This is an optimization exercise on Yosys and OpenROAD, whose aim is a short achievable clock period and few clock cycles per item, not a production implementation.
Only simulation tests tie the RTL to the original design; equivalence was not proved.
The clock port is modelled as an ideal driver, which makes a skipped or thinned clock tree look cheaper than it is; a real chip needs a root buffer or a tree.
No activity file was given, so power comes from the tool's default toggle rates.

==> run a: inputs <==
==> flow/design.v <==
package pcq_pkg;
  localparam logic [2:0] CMD_INIT     = 3'd0;
  localparam logic [2:0] CMD_ENQUEUE  = 3'd1;
  localparam logic [2:0] CMD_CANCEL   = 3'd2;
  localparam logic [2:0] CMD_DISPATCH = 3'd3;
  localparam logic [2:0] CMD_MARK_ALL = 3'd4;
  localparam logic [2:0] ST_OK          = 3'd0;
  localparam logic [2:0] ST_NOT_RUNNING = 3'd1;
  localparam logic [2:0] ST_QUEUED      = 3'd2;
  localparam logic [2:0] ST_NONE        = 3'd3;
  localparam logic [2:0] ST_BAD_PRIO    = 3'd4;
  localparam logic [1:0] KIND_NONE     = 2'd0;
  localparam logic [1:0] KIND_DISPATCH = 2'd1;
  localparam logic [1:0] KIND_CANCEL   = 2'd2;
  localparam logic [0:0] CFG_RUNNING  = 1'b0;
  localparam logic [0:0] CFG_NUM_PRIO = 1'b1;
endpackage
module priority_command_queue_with_cancel (
  input  logic        clk,
  input  logic        rst_n,
  input  logic        in_tvalid,
  output logic        in_tready,
  input  logic [15:0] in_tdata,    
  output logic        out_tvalid,
  input  logic        out_tready,
  output logic [15:0] out_tdata,   
  input  logic        cfg_valid,
  output logic        cfg_ready,
  input  logic [0:0]  cfg_index,
  input  logic [3:0]  cfg_data
);
  localparam int NS = 32;
  localparam int NL = 8;
  localparam int OUT_LIMIT = 8;
  assign cfg_ready = 1'b1;
  logic       running_r;
  logic [7:0] npm_r;
  logic [7:0] npm_wr;
  always_comb begin
    for (int l = 0; l < NL; l++)
      npm_wr[l] = (l == 0) || (cfg_data > 4'(l));
  end
  always_ff @(posedge clk) begin
    if (!rst_n) begin
      running_r <= 1'b0;
      npm_r     <= 8'h01;
    end else if (cfg_valid) begin
      if (cfg_index == pcq_pkg::CFG_RUNNING) running_r <= cfg_data[0];
      else npm_r <= npm_wr;
    end
  end
  logic rst_q;
  always_ff @(posedge clk) rst_q <= !rst_n;
  logic                 in_rdy_r;
  logic [OUT_LIMIT-1:0] oth_r;
  logic                 out_v_r;
  logic                 fire_in, fire_out, o_up, o_dn;
  assign in_tready = in_rdy_r;
  assign fire_in   = in_tvalid && in_rdy_r;
  assign fire_out  = out_v_r && out_tready;
  assign o_up      = fire_in && !fire_out;
  assign o_dn      = fire_out && !fire_in;
  always_ff @(posedge clk) begin
    if (!rst_n) begin
      oth_r    <= '0;
      in_rdy_r <= 1'b1;
    end else begin
      if (o_up) oth_r <= {oth_r[OUT_LIMIT-2:0], 1'b1};
      else if (o_dn) oth_r <= {1'b0, oth_r[OUT_LIMIT-1:1]};
      in_rdy_r <= o_up ? !oth_r[OUT_LIMIT-2] : (o_dn || !oth_r[OUT_LIMIT-1]);
    end
  end
  logic        s1_v;
  logic [10:0] s1_d;
  logic [31:0] s1_idoh;                 
  always_ff @(posedge clk) begin
    s1_v <= fire_in && rst_n;
    s1_d <= in_tdata[10:0];
    for (int i = 0; i < NS; i++) s1_idoh[i] <= in_tdata[7:3] == 5'(i);
  end
  logic        acc;
  logic [10:0] in_d;
  logic [31:0] d_idoh;
  assign acc    = s1_v && rst_n;
  assign in_d   = s1_d;
  assign d_idoh = s1_idoh;
  logic        s2_v;
  logic        s2_ini, s2_enq, s2_can, s2_dis, s2_mrk;
  logic        s2_enq_pre;              
  logic [31:0] s2_enqoh;                
  logic        s2_run, s2_pok;
  logic [4:0]  s2_id;
  logic [31:0] s2_idoh;
  logic [2:0]  s2_pr;
  logic [7:0]  s2_proh;
  always_ff @(posedge clk) begin
    s2_v   <= acc;
    s2_ini <= acc && in_d[2:0] == pcq_pkg::CMD_INIT;
    s2_enq <= acc && in_d[2:0] == pcq_pkg::CMD_ENQUEUE;
    s2_can <= acc && in_d[2:0] == pcq_pkg::CMD_CANCEL;
    s2_dis <= acc && in_d[2:0] == pcq_pkg::CMD_DISPATCH;
    s2_mrk <= acc && in_d[2:0] == pcq_pkg::CMD_MARK_ALL;
    s2_run <= running_r;
    s2_pok <= npm_r[in_d[10:8]];
    s2_enq_pre <= acc && in_d[2:0] == pcq_pkg::CMD_ENQUEUE && running_r && npm_r[in_d[10:8]];
    s2_enqoh <= d_idoh & {NS{acc && in_d[2:0] == pcq_pkg::CMD_ENQUEUE && running_r && npm_r[in_d[10:8]]}};
    s2_id  <= in_d[7:3];
    s2_pr  <= in_d[10:8];
    s2_idoh <= d_idoh;
    for (int l = 0; l < NL; l++) s2_proh[l] <= in_d[10:8] == 3'(l);
  end
  logic [31:0] q_r, c_r;
  logic [2:0]  lv_r  [NS];
  logic [31:0] bf_r  [NS];    
  logic [4:0]  rk_r  [NS];    
  logic [31:0] hd_r, r1_r;    
  logic [5:0]  cnt_r [NL];    
  logic [7:0]  inc_r, dec_r;  
  logic [5:0]  cnt [NL];      
  logic [7:0]  ne_r;          
  logic [7:0]  av_r;          
  logic [7:0]  ne_eff, av_eff;
  assign ne_eff = ne_r | inc_r;
  assign av_eff = av_r | (inc_r & npm_r);
  logic       s2_qpre, x_rm;
  logic [7:0] s2_lvoh, x_proh;
  logic       qid;
  logic [2:0] lvid;
  always_comb begin
    qid  = (s2_qpre && !x_rm) || x_self;
    lvid = '0;
    for (int i = 0; i < NS; i++) lvid = lvid | (lv_r[i] & {3{s2_idoh[i]}});
  end
  logic [31:0] s2_row, x_enq_oh;
  logic        x_fix, x_self;
  logic [31:0] behind;
  logic [31:0] d_row;
  always_comb begin
    for (int c = 0; c < NS; c++) begin
      d_row[c] = 1'b0;
      for (int r = 0; r < NS; r++)
        if (r != c) d_row[c] = d_row[c] | (d_idoh[r] && bf_r[r][c]);
    end
  end
  always_ff @(posedge clk) s2_row <= d_row;
  always_comb begin
    behind = '0;
    if (qid && !x_self) behind = (x_enq_oh & {NS{x_fix}}) | (s2_row & ~x_enq_oh);
  end
  logic [7:0]  avail, topoh;
  logic        found;
  logic [2:0]  toplv;
  logic [31:0] dsp_oh, toplv_hit;
  always_comb begin
    avail = av_eff;
    found = |avail;
    toplv = '0;
    for (int l = 0; l < NL; l++)
      if (avail[l]) toplv = 3'(l);
    for (int l = 0; l < NL; l++) begin
      topoh[l] = avail[l];
      for (int k = l + 1; k < NL; k++)
        if (avail[k]) topoh[l] = 1'b0;
    end
    for (int i = 0; i < NS; i++)
      toplv_hit[i] = s2_dis && found && lv_r[i] == toplv;
    for (int i = 0; i < NS; i++)
      dsp_oh[i] = toplv_hit[i] && q_r[i] && hd_r[i];
  end
  logic        do_enq, do_can, do_dis;
  logic [31:0] enq_oh, rm_oh, memb;
  logic [7:0]  inc, dec, can_lv;
  logic [31:0] rk_dec;
  logic [5:0]  cnt_p, cnt_rp;
  logic [7:0]  cnt1;
  logic        cnt1_p, inc_p, dec_p;
  logic        ne_p;
  always_comb begin
    do_enq = s2_enq_pre && !qid;
    do_can = s2_can && qid;
    do_dis = s2_dis && found;
    enq_oh = s2_enqoh & ~q_r;
    rm_oh  = (s2_idoh & {NS{s2_can}}) | dsp_oh;
    for (int i = 0; i < NS; i++) memb[i] = q_r[i] && lv_r[i] == s2_pr;
    rk_dec = toplv_hit | (behind & {NS{s2_can}});
    for (int l = 0; l < NL; l++) begin
      cnt[l] = inc_r[l] ? cnt_r[l] + 6'd1 : dec_r[l] ? cnt_r[l] - 6'd1 : cnt_r[l];
      cnt1[l] = inc_r[l] ? cnt_r[l] == 6'd0 : dec_r[l] ? cnt_r[l] == 6'd2 : cnt_r[l] == 6'd1;
    end
    cnt_rp = '0;
    for (int l = 0; l < NL; l++) cnt_rp = cnt_rp | (cnt_r[l] & {6{s2_proh[l]}});
    inc_p = |(inc_r & s2_proh);
    dec_p = |(dec_r & s2_proh);
    cnt_p = inc_p ? cnt_rp + 6'd1 : dec_p ? cnt_rp - 6'd1 : cnt_rp;
    cnt1_p = |(cnt1 & s2_proh);
    ne_p = |(ne_eff & s2_proh);
    can_lv = (x_self ? x_proh : s2_lvoh) & {NL{qid}};
    for (int l = 0; l < NL; l++) begin
      inc[l] = do_enq && s2_proh[l];
      dec[l] = (do_dis && topoh[l]) || (s2_can && can_lv[l]);
    end
  end
  logic       d_q, d_hq;
  logic [2:0] d_lv;
  always_comb begin
    d_q  = |(q_r & d_idoh);
    d_hq = |(q_r & hd_r & d_idoh);
    d_lv = '0;
    for (int i = 0; i < NS; i++) d_lv = d_lv | (lv_r[i] & {3{d_idoh[i]}});
  end
  always_ff @(posedge clk) begin
    x_enq_oh <= enq_oh;
    x_fix    <= |(memb & d_idoh);
    x_self   <= |(enq_oh & d_idoh);
    x_proh   <= s2_proh;
    for (int l = 0; l < NL; l++) s2_lvoh[l] <= d_lv == 3'(l);
    s2_qpre  <= d_q;
    x_rm     <= (s2_can && |(s2_idoh & d_idoh)) || (do_dis && d_hq && d_lv == toplv);
  end
  always_ff @(posedge clk) begin
    for (int i = 0; i < NS; i++) begin
      if (enq_oh[i]) lv_r[i] <= s2_pr;
      if (enq_oh[i]) begin
        rk_r[i] <= cnt_p[4:0];
        hd_r[i] <= !ne_p;
        r1_r[i] <= cnt1_p;
      end else if (rk_dec[i]) begin
        rk_r[i] <= rk_r[i] - 5'd1;
        hd_r[i] <= r1_r[i];
        r1_r[i] <= rk_r[i] == 5'd2;
      end
      for (int r = 0; r < NS; r++) begin
        if (r != i) begin
          if (enq_oh[i]) bf_r[r][i] <= memb[r];
          else if (enq_oh[r]) bf_r[r][i] <= 1'b0;
        end
      end
    end
  end
  always_ff @(posedge clk) begin
    if (rst_q) begin
      q_r  <= '0;
      c_r  <= '0;
      ne_r <= '0;
      av_r <= '0;
      for (int l = 0; l < NL; l++) cnt_r[l] <= '0;
      inc_r <= '0;
      dec_r <= '0;
    end else begin
      for (int i = 0; i < NS; i++) begin
        if (enq_oh[i]) q_r[i] <= 1'b1;
        else if (rm_oh[i]) q_r[i] <= 1'b0;
        if (s2_ini && s2_idoh[i] && !q_r[i]) c_r[i] <= 1'b0;
        else if (s2_mrk && q_r[i] && npm_r[lv_r[i]]) c_r[i] <= 1'b1;
      end
      for (int l = 0; l < NL; l++) begin
        ne_r[l] <= ne_eff[l] && !(dec[l] && cnt1[l]);
        av_r[l] <= av_eff[l] && !(dec[l] && cnt1[l]);
        cnt_r[l] <= cnt[l];
      end
      inc_r <= inc;
      dec_r <= dec;
      if (rst_n && cfg_valid && cfg_index == pcq_pkg::CFG_NUM_PRIO) av_r <= ne_eff & npm_wr;
    end
  end
  logic        s3_v;
  logic        s3_ini, s3_enq, s3_can, s3_dis, s3_run, s3_pok, s3_qid, s3_found;
  logic [4:0]  s3_id;
  logic [2:0]  s3_lvid, s3_toplv;
  logic [31:0] s3_doh, s3_dmk;
  always_ff @(posedge clk) begin
    s3_v     <= s2_v && rst_n;
    s3_ini   <= s2_ini;
    s3_enq   <= s2_enq;
    s3_can   <= s2_can;
    s3_dis   <= s2_dis;
    s3_run   <= s2_run;
    s3_pok   <= s2_pok;
    s3_qid   <= qid;
    s3_found <= found;
    s3_id    <= s2_id;
    s3_lvid  <= lvid;
    s3_toplv <= toplv;
    s3_doh   <= dsp_oh;
    s3_dmk   <= dsp_oh & c_r;
  end
  logic [2:0]  st;
  logic [1:0]  kind;
  logic [4:0]  cid;
  logic [2:0]  opr;
  logic        mk;
  logic [13:0] s3_d;
  always_comb begin
    st   = pcq_pkg::ST_OK;
    kind = pcq_pkg::KIND_NONE;
    cid  = '0;
    opr  = '0;
    mk   = 1'b0;
    if (s3_ini && s3_qid) st = pcq_pkg::ST_QUEUED;
    if (s3_enq) begin
      if (!s3_run) st = pcq_pkg::ST_NOT_RUNNING;
      else if (s3_qid) st = pcq_pkg::ST_QUEUED;
      else if (!s3_pok) st = pcq_pkg::ST_BAD_PRIO;
    end
    if (s3_can) begin
      if (!s3_qid) st = pcq_pkg::ST_NONE;
      else begin
        kind = pcq_pkg::KIND_CANCEL;
        cid  = s3_id;
        opr  = s3_lvid;
      end
    end
    if (s3_dis) begin
      if (!s3_found) st = pcq_pkg::ST_NONE;
      else begin
        kind = pcq_pkg::KIND_DISPATCH;
        for (int i = 0; i < NS; i++) cid = cid | (5'(i) & {5{s3_doh[i]}});
        opr  = s3_toplv;
        mk   = |s3_dmk;
      end
    end
    s3_d = {mk, opr, cid, kind, st};
  end
  logic [13:0] fifo_r [OUT_LIMIT];
  logic [3:0]  wp_r, rp_r, wp_inc, rp_inc;
  logic [13:0] out_d_r;
  logic        load, fne;
  assign load   = !out_v_r || out_tready;
  assign fne    = wp_r != rp_r;
  assign wp_inc = wp_r + 4'd1;
  assign rp_inc = rp_r + 4'd1;
  always_ff @(posedge clk) begin
    if (s3_v) fifo_r[wp_r[2:0]] <= s3_d;
    if (load) out_d_r <= fne ? fifo_r[rp_r[2:0]] : s3_d;
  end
  always_ff @(posedge clk) begin
    if (!rst_n) begin
      out_v_r <= 1'b0;
      wp_r    <= '0;
      rp_r    <= '0;
    end else begin
      if (load) out_v_r <= fne || s3_v;
      if (s3_v && (fne || !load)) wp_r <= wp_inc;
      if (load && fne) rp_r <= rp_inc;
    end
  end
  assign out_tvalid = out_v_r;
  assign out_tdata  = {2'b00, out_d_r};
endmodule
==> flow/run.sh <==
#!/bin/bash
# synth_recipe.tcl (not shown) runs the flow's synth.tcl, then flattens the netlist and writes it again
# the make line also repeats each setting of config.mk as NAME=value (left out here)
make -C /OpenROAD-flow-scripts/flow DESIGN_CONFIG=/design/flow/config.mk WORK_HOME=/design/flow/orfs CLKGATE_MAP_FILE= SYNTH_SCRIPT=/design/flow/synth_recipe.tcl finish
==> flow/config.mk <==
export PLATFORM = sky130hd
export DESIGN_NAME = priority_command_queue_with_cancel
export DESIGN_NICKNAME = priority_command_queue_with_cancel
export VERILOG_FILES = /design/flow/design.v
export SDC_FILE = /design/flow/constraint.sdc
export NUM_CORES = 4
export LEC_CHECK = 0
export ABC_CLOCK_PERIOD_IN_PS = 2000
export CAP_MARGIN = 20
export CORE_MARGIN = 2
export CORE_UTILIZATION = 35
export CTS_CLUSTER_DIAMETER = 80
export CTS_CLUSTER_SIZE = 20
export PLACE_DENSITY = 0.5
export SETUP_SLACK_MARGIN = 4.3
export SLEW_MARGIN = 20
export TNS_END_PERCENT = 100
==> flow/constraint.sdc <==
create_clock -name core_clock -period 7.0 [get_ports {clk}]
set_input_delay 1.4000 -clock core_clock [delete_from_list [all_inputs] [get_ports {clk}]]
set_output_delay 1.4000 -clock core_clock [all_outputs]
set_load 0.01 [all_outputs]
==> run b: changes against run a <==
--- a/flow/design.v
+++ b/flow/design.v
@@ -111,17 +111,19 @@
   end
   logic [31:0] q_r, c_r;
   logic [2:0]  lv_r  [NS];
+  logic [7:0]  lvoh_r [NS];   
   logic [31:0] bf_r  [NS];    
   logic [4:0]  rk_r  [NS];    
   logic [31:0] hd_r, r1_r;    
   logic [5:0]  cnt_r [NL];    
   logic [7:0]  inc_r, dec_r;  
+  logic [7:0]  incav_r;       
   logic [5:0]  cnt [NL];      
   logic [7:0]  ne_r;          
   logic [7:0]  av_r;          
   logic [7:0]  ne_eff, av_eff;
   assign ne_eff = ne_r | inc_r;
-  assign av_eff = av_r | (inc_r & npm_r);
+  assign av_eff = av_r | incav_r;
   logic       s2_qpre, x_rm;
   logic [7:0] s2_lvoh, x_proh;
   logic       qid;
@@ -147,23 +149,16 @@
     behind = '0;
     if (qid && !x_self) behind = (x_enq_oh & {NS{x_fix}}) | (s2_row & ~x_enq_oh);
   end
-  logic [7:0]  avail, topoh;
-  logic        found;
-  logic [2:0]  toplv;
+  logic [7:0]  topoh, top_r;
+  logic        found, found_r;
+  logic [2:0]  toplv, tlv_r;
   logic [31:0] dsp_oh, toplv_hit;
   always_comb begin
-    avail = av_eff;
-    found = |avail;
-    toplv = '0;
-    for (int l = 0; l < NL; l++)
-      if (avail[l]) toplv = 3'(l);
-    for (int l = 0; l < NL; l++) begin
-      topoh[l] = avail[l];
-      for (int k = l + 1; k < NL; k++)
-        if (avail[k]) topoh[l] = 1'b0;
-    end
+    topoh = top_r;
+    toplv = tlv_r;
+    found = found_r;
     for (int i = 0; i < NS; i++)
-      toplv_hit[i] = s2_dis && found && lv_r[i] == toplv;
+      toplv_hit[i] = s2_dis && |(lvoh_r[i] & topoh);
     for (int i = 0; i < NS; i++)
       dsp_oh[i] = toplv_hit[i] && q_r[i] && hd_r[i];
   end
@@ -200,26 +195,28 @@
       dec[l] = (do_dis && topoh[l]) || (s2_can && can_lv[l]);
     end
   end
-  logic       d_q, d_hq;
+  logic       d_q, d_hq, same_id;
   logic [2:0] d_lv;
   always_comb begin
     d_q  = |(q_r & d_idoh);
+    same_id = s2_id == in_d[7:3];
     d_hq = |(q_r & hd_r & d_idoh);
     d_lv = '0;
     for (int i = 0; i < NS; i++) d_lv = d_lv | (lv_r[i] & {3{d_idoh[i]}});
   end
   always_ff @(posedge clk) begin
     x_enq_oh <= enq_oh;
-    x_fix    <= |(memb & d_idoh);
-    x_self   <= |(enq_oh & d_idoh);
+    x_fix    <= d_q && d_lv == s2_pr;
+    x_self   <= s2_enq_pre && same_id && !d_q;
     x_proh   <= s2_proh;
     for (int l = 0; l < NL; l++) s2_lvoh[l] <= d_lv == 3'(l);
     s2_qpre  <= d_q;
-    x_rm     <= (s2_can && |(s2_idoh & d_idoh)) || (do_dis && d_hq && d_lv == toplv);
+    x_rm     <= (s2_can && same_id) || (do_dis && d_hq && d_lv == toplv);
   end
   always_ff @(posedge clk) begin
     for (int i = 0; i < NS; i++) begin
       if (enq_oh[i]) lv_r[i] <= s2_pr;
+      if (enq_oh[i]) lvoh_r[i] <= s2_proh;
       if (enq_oh[i]) begin
         rk_r[i] <= cnt_p[4:0];
         hd_r[i] <= !ne_p;
@@ -237,14 +234,25 @@
       end
     end
   end
+  logic [7:0] av_nx;
+  always_comb begin
+    for (int l = 0; l < NL; l++)
+      av_nx[l] = (av_eff[l] && !(dec[l] && cnt1[l])) || (inc[l] && npm_r[l]);
+    if (rst_n && cfg_valid && cfg_index == pcq_pkg::CFG_NUM_PRIO)
+      av_nx = (ne_eff & npm_wr) | (inc & npm_r);
+  end
   always_ff @(posedge clk) begin
     if (rst_q) begin
       q_r  <= '0;
       c_r  <= '0;
       ne_r <= '0;
       av_r <= '0;
+      top_r <= '0;
+      tlv_r <= '0;
+      found_r <= 1'b0;
       for (int l = 0; l < NL; l++) cnt_r[l] <= '0;
       inc_r <= '0;
+      incav_r <= '0;
       dec_r <= '0;
     end else begin
       for (int i = 0; i < NS; i++) begin
@@ -259,8 +267,18 @@
         cnt_r[l] <= cnt[l];
       end
       inc_r <= inc;
+      incav_r <= inc & npm_r;
       dec_r <= dec;
       if (rst_n && cfg_valid && cfg_index == pcq_pkg::CFG_NUM_PRIO) av_r <= ne_eff & npm_wr;
+      found_r <= |av_nx;
+      tlv_r   <= '0;
+      for (int l = 0; l < NL; l++)
+        if (av_nx[l]) tlv_r <= 3'(l);
+      for (int l = 0; l < NL; l++) begin
+        top_r[l] <= av_nx[l];
+        for (int k = l + 1; k < NL; k++)
+          if (av_nx[k]) top_r[l] <= 1'b0;
+      end
     end
   end
   logic        s3_v;
==> flow/flow/run.sh (new file) <==
#!/bin/bash
# Own layout flow: the standard ORFS flow (standard.sh), except that the clock tree is
# built by flow/pre_cts.tcl (two levels of clkbuf_16: four roots on the clock port, one leaf
# buffer per cluster of flip-flops) in place of TritonCTS, for a lower clock insertion delay.
# The make output goes to standard_flow.log; ORFS's per-step logs stay under orfs/logs.
set -euo pipefail
cd "$(dirname "$0")/.."
export PRE_CTS_TCL="$PWD/flow/pre_cts.tcl"
bash standard.sh > "$PWD/standard_flow.log" 2>&1
==> flow/flow/pre_cts.tcl (new file) <==
# Sourced by ORFS cts.tcl through PRE_CTS_TCL (see run.sh).
# Manual two-level clock tree: clk -> NR root clkbuf_16 (one per region) -> leaf clkbuf_16
# (one per cluster of at most LEAFN sinks, placed at the cluster's centre) -> flop clock pins.
proc build_clock_tree {clkname leafn nroot} {
  set db [ord::get_db]
  set block [ord::get_db_block]
  set master [$db findMaster sky130_fd_sc_hd__clkbuf_16]
  set clknet [$block findNet $clkname]
  set sinks {}
  foreach it [$clknet getITerms] {
    set inst [$it getInst]
    set loc [$inst getLocation]
    set m [$inst getMaster]
    set x [expr {[lindex $loc 0] + [$m getWidth]/2}]
    set y [expr {[lindex $loc 1] + [$m getHeight]/2}]
    lappend sinks [list $x $y $it]
  }
  set n [llength $sinks]
  # number of leaf clusters; columns ~ sqrt
  set nclus [expr {int(ceil(double($n)/$leafn))}]
  set ncol [expr {max(1,int(round(sqrt($nclus))))}]
  set sinks [lsort -integer -index 0 $sinks]
  set percol [expr {int(ceil(double($n)/$ncol))}]
  set leaves {}
  set li 0
  for {set c 0} {$c < $ncol} {incr c} {
    set col [lrange $sinks [expr {$c*$percol}] [expr {($c+1)*$percol-1}]]
    if {[llength $col] == 0} continue
    set col [lsort -integer -index 1 $col]
    set nrow [expr {int(ceil(double([llength $col])/$leafn))}]
    set perrow [expr {int(ceil(double([llength $col])/$nrow))}]
    for {set r 0} {$r < $nrow} {incr r} {
      set cl [lrange $col [expr {$r*$perrow}] [expr {($r+1)*$perrow-1}]]
      if {[llength $cl] == 0} continue
      set sx 0; set sy 0
      foreach s $cl { incr sx [lindex $s 0]; incr sy [lindex $s 1] }
      set cx [expr {$sx / [llength $cl]}]
      set cy [expr {$sy / [llength $cl]}]
      set inst [odb::dbInst_create $block $master "mclk_leaf_$li"]
      $inst setLocation [expr {$cx - [$master getWidth]/2}] [expr {$cy - [$master getHeight]/2}]
      $inst setPlacementStatus PLACED
      set net [odb::dbNet_create $block "mclk_leaf_net_$li"]
      $net setSigType CLOCK
      foreach s $cl {
        set it [lindex $s 2]
        $it disconnect
        $it connect $net
      }
      [$inst findITerm X] connect $net
      lappend leaves [list $cx $cy $inst]
      incr li
    }
  }
  # roots: split leaves into nroot groups by position
  set leaves [lsort -integer -index 0 $leaves]
  set nl [llength $leaves]
  set per [expr {int(ceil(double($nl)/$nroot))}]
  for {set g 0} {$g < $nroot} {incr g} {
    set grp [lrange $leaves [expr {$g*$per}] [expr {($g+1)*$per-1}]]
    if {[llength $grp] == 0} continue
    set sx 0; set sy 0
    foreach s $grp { incr sx [lindex $s 0]; incr sy [lindex $s 1] }
    set cx [expr {$sx / [llength $grp]}]
    set cy [expr {$sy / [llength $grp]}]
    set inst [odb::dbInst_create $block $master "mclk_root_$g"]
    $inst setLocation [expr {$cx - [$master getWidth]/2}] [expr {$cy - [$master getHeight]/2}]
    $inst setPlacementStatus PLACED
    set net [odb::dbNet_create $block "mclk_root_net_$g"]
    $net setSigType CLOCK
    foreach s $grp { [[lindex $s 2] findITerm A] connect $net }
    [$inst findITerm X] connect $net
    [$inst findITerm A] connect $clknet
  }
  $clknet setSigType CLOCK
  puts "manual clock tree: $n sinks, $li leaves, $nroot roots"
}

# Build the tree before the CTS step's own tree synthesis, then make that a no-op: the rest of
# the CTS step (legalisation, timing repair) runs as usual on this tree.
build_clock_tree clk 22 4
set_propagated_clock [all_clocks]
proc clock_tree_synthesis {args} {
  puts "clock tree built by flow/pre_cts.tcl; clock_tree_synthesis $args skipped"
}
==> flow/standard.sh (new file) <==
#!/bin/bash
# synth_recipe.tcl (not shown) runs the flow's synth.tcl, then flattens the netlist and writes it again
# the make line also repeats each setting of config.mk as NAME=value (left out here)
make -C /OpenROAD-flow-scripts/flow DESIGN_CONFIG=/design/flow/config.mk WORK_HOME=/design/flow/orfs CLKGATE_MAP_FILE= SYNTH_SCRIPT=/design/flow/synth_recipe.tcl "${@:-finish}"
Settings changed: CTS_CLUSTER_DIAMETER 80 to default, CTS_CLUSTER_SIZE 20 to default, SETUP_SLACK_MARGIN 4.3 to 4.5.
removed: flow/run.sh
==> qor summary <==
metric                                                                 run b        run a
Routed met1 length                                                154,000 um   145,000 um
Status                                              timing/DRC/antenna clean  timing/DRC/antenna clean
Worst slack at placement                                             3040 ps      2550 ps
Number of rows in the core area                                          188          181
Total via count in the routed design                                  66,900       66,700
Worst VDD drop                                                        330 uV       221 uV
Final HPWL from detailed placement                                236,000 um   240,000 um
Worst-Margin Slew                                                    1250 ps      1100 ps
Hold EP                                                               s3_enq     s3_id[4]
Non-filler instance count after layout                                11,100       10,800
Well-tap cell count                                                    3,515        3,202
Core outline area                                                  0.262 mm2    0.243 mm2
Comb power                                                          0.657 mW     0.583 mW
Critical register-to-register path startpoint                     s2_proh[4]  s1_idoh[31]
Post-layout utilization of the core                                    0.392        0.392
Final weighted congestion of routability-driven global placement       0.983        0.995
Total number of cells along the worst setup path                          15            5
Overall fraction of global-route tracks in use                         0.275        0.297
Average size of a mapped cell                                       11.8 um2     10.9 um2
Testbench counts of run a, summed over its fixed seeds: cycles 12,032, items 12,000.
Testbench counts of run b, summed over its fixed seeds: cycles 12,032, items 12,000.
The clock cells of run b come from the design's own scripts or RTL, not from TritonCTS.

==> static timing again, ports no longer ideal <==
In the flow no input, the clock included, has a driving cell. The finished layouts below were timed again as built, in two steps.
Step 1 (the two cells are an assumption about what drives the block):
set clk [get_ports {clk}]
set_driving_cell -lib_cell sky130_fd_sc_hd__clkbuf_16 $clk
set_driving_cell -lib_cell sky130_fd_sc_hd__buf_2 [delete_from_list [all_inputs] $clk]
Step 2, shift: input delay + t, output delay - t, t = (earliest + latest rising clock arrival at the registers) / 2. This alone moves slack from input paths to output paths.
a / b / c = ideal / step 1 / step 2; a / b = the first two.
run | shift t [ns] | setup WS [ns] | latest minus earliest clock arrival (ns) | slew at the worst register clock pin (ns)
run a | 0.922 | 4.145 / 4.098 / 3.551 | 0.072 / 0.072 | 0.10 / 0.10
run b | 0.801 | 4.361 / 4.264 / 3.814 | 0.055 / 0.055 | 0.11 / 0.11
After both steps setup and hold are still met in every run listed. For run a, which loses most, drivers alone change the setup slack by -0.047 ns; drivers and shift together by -0.594 ns.
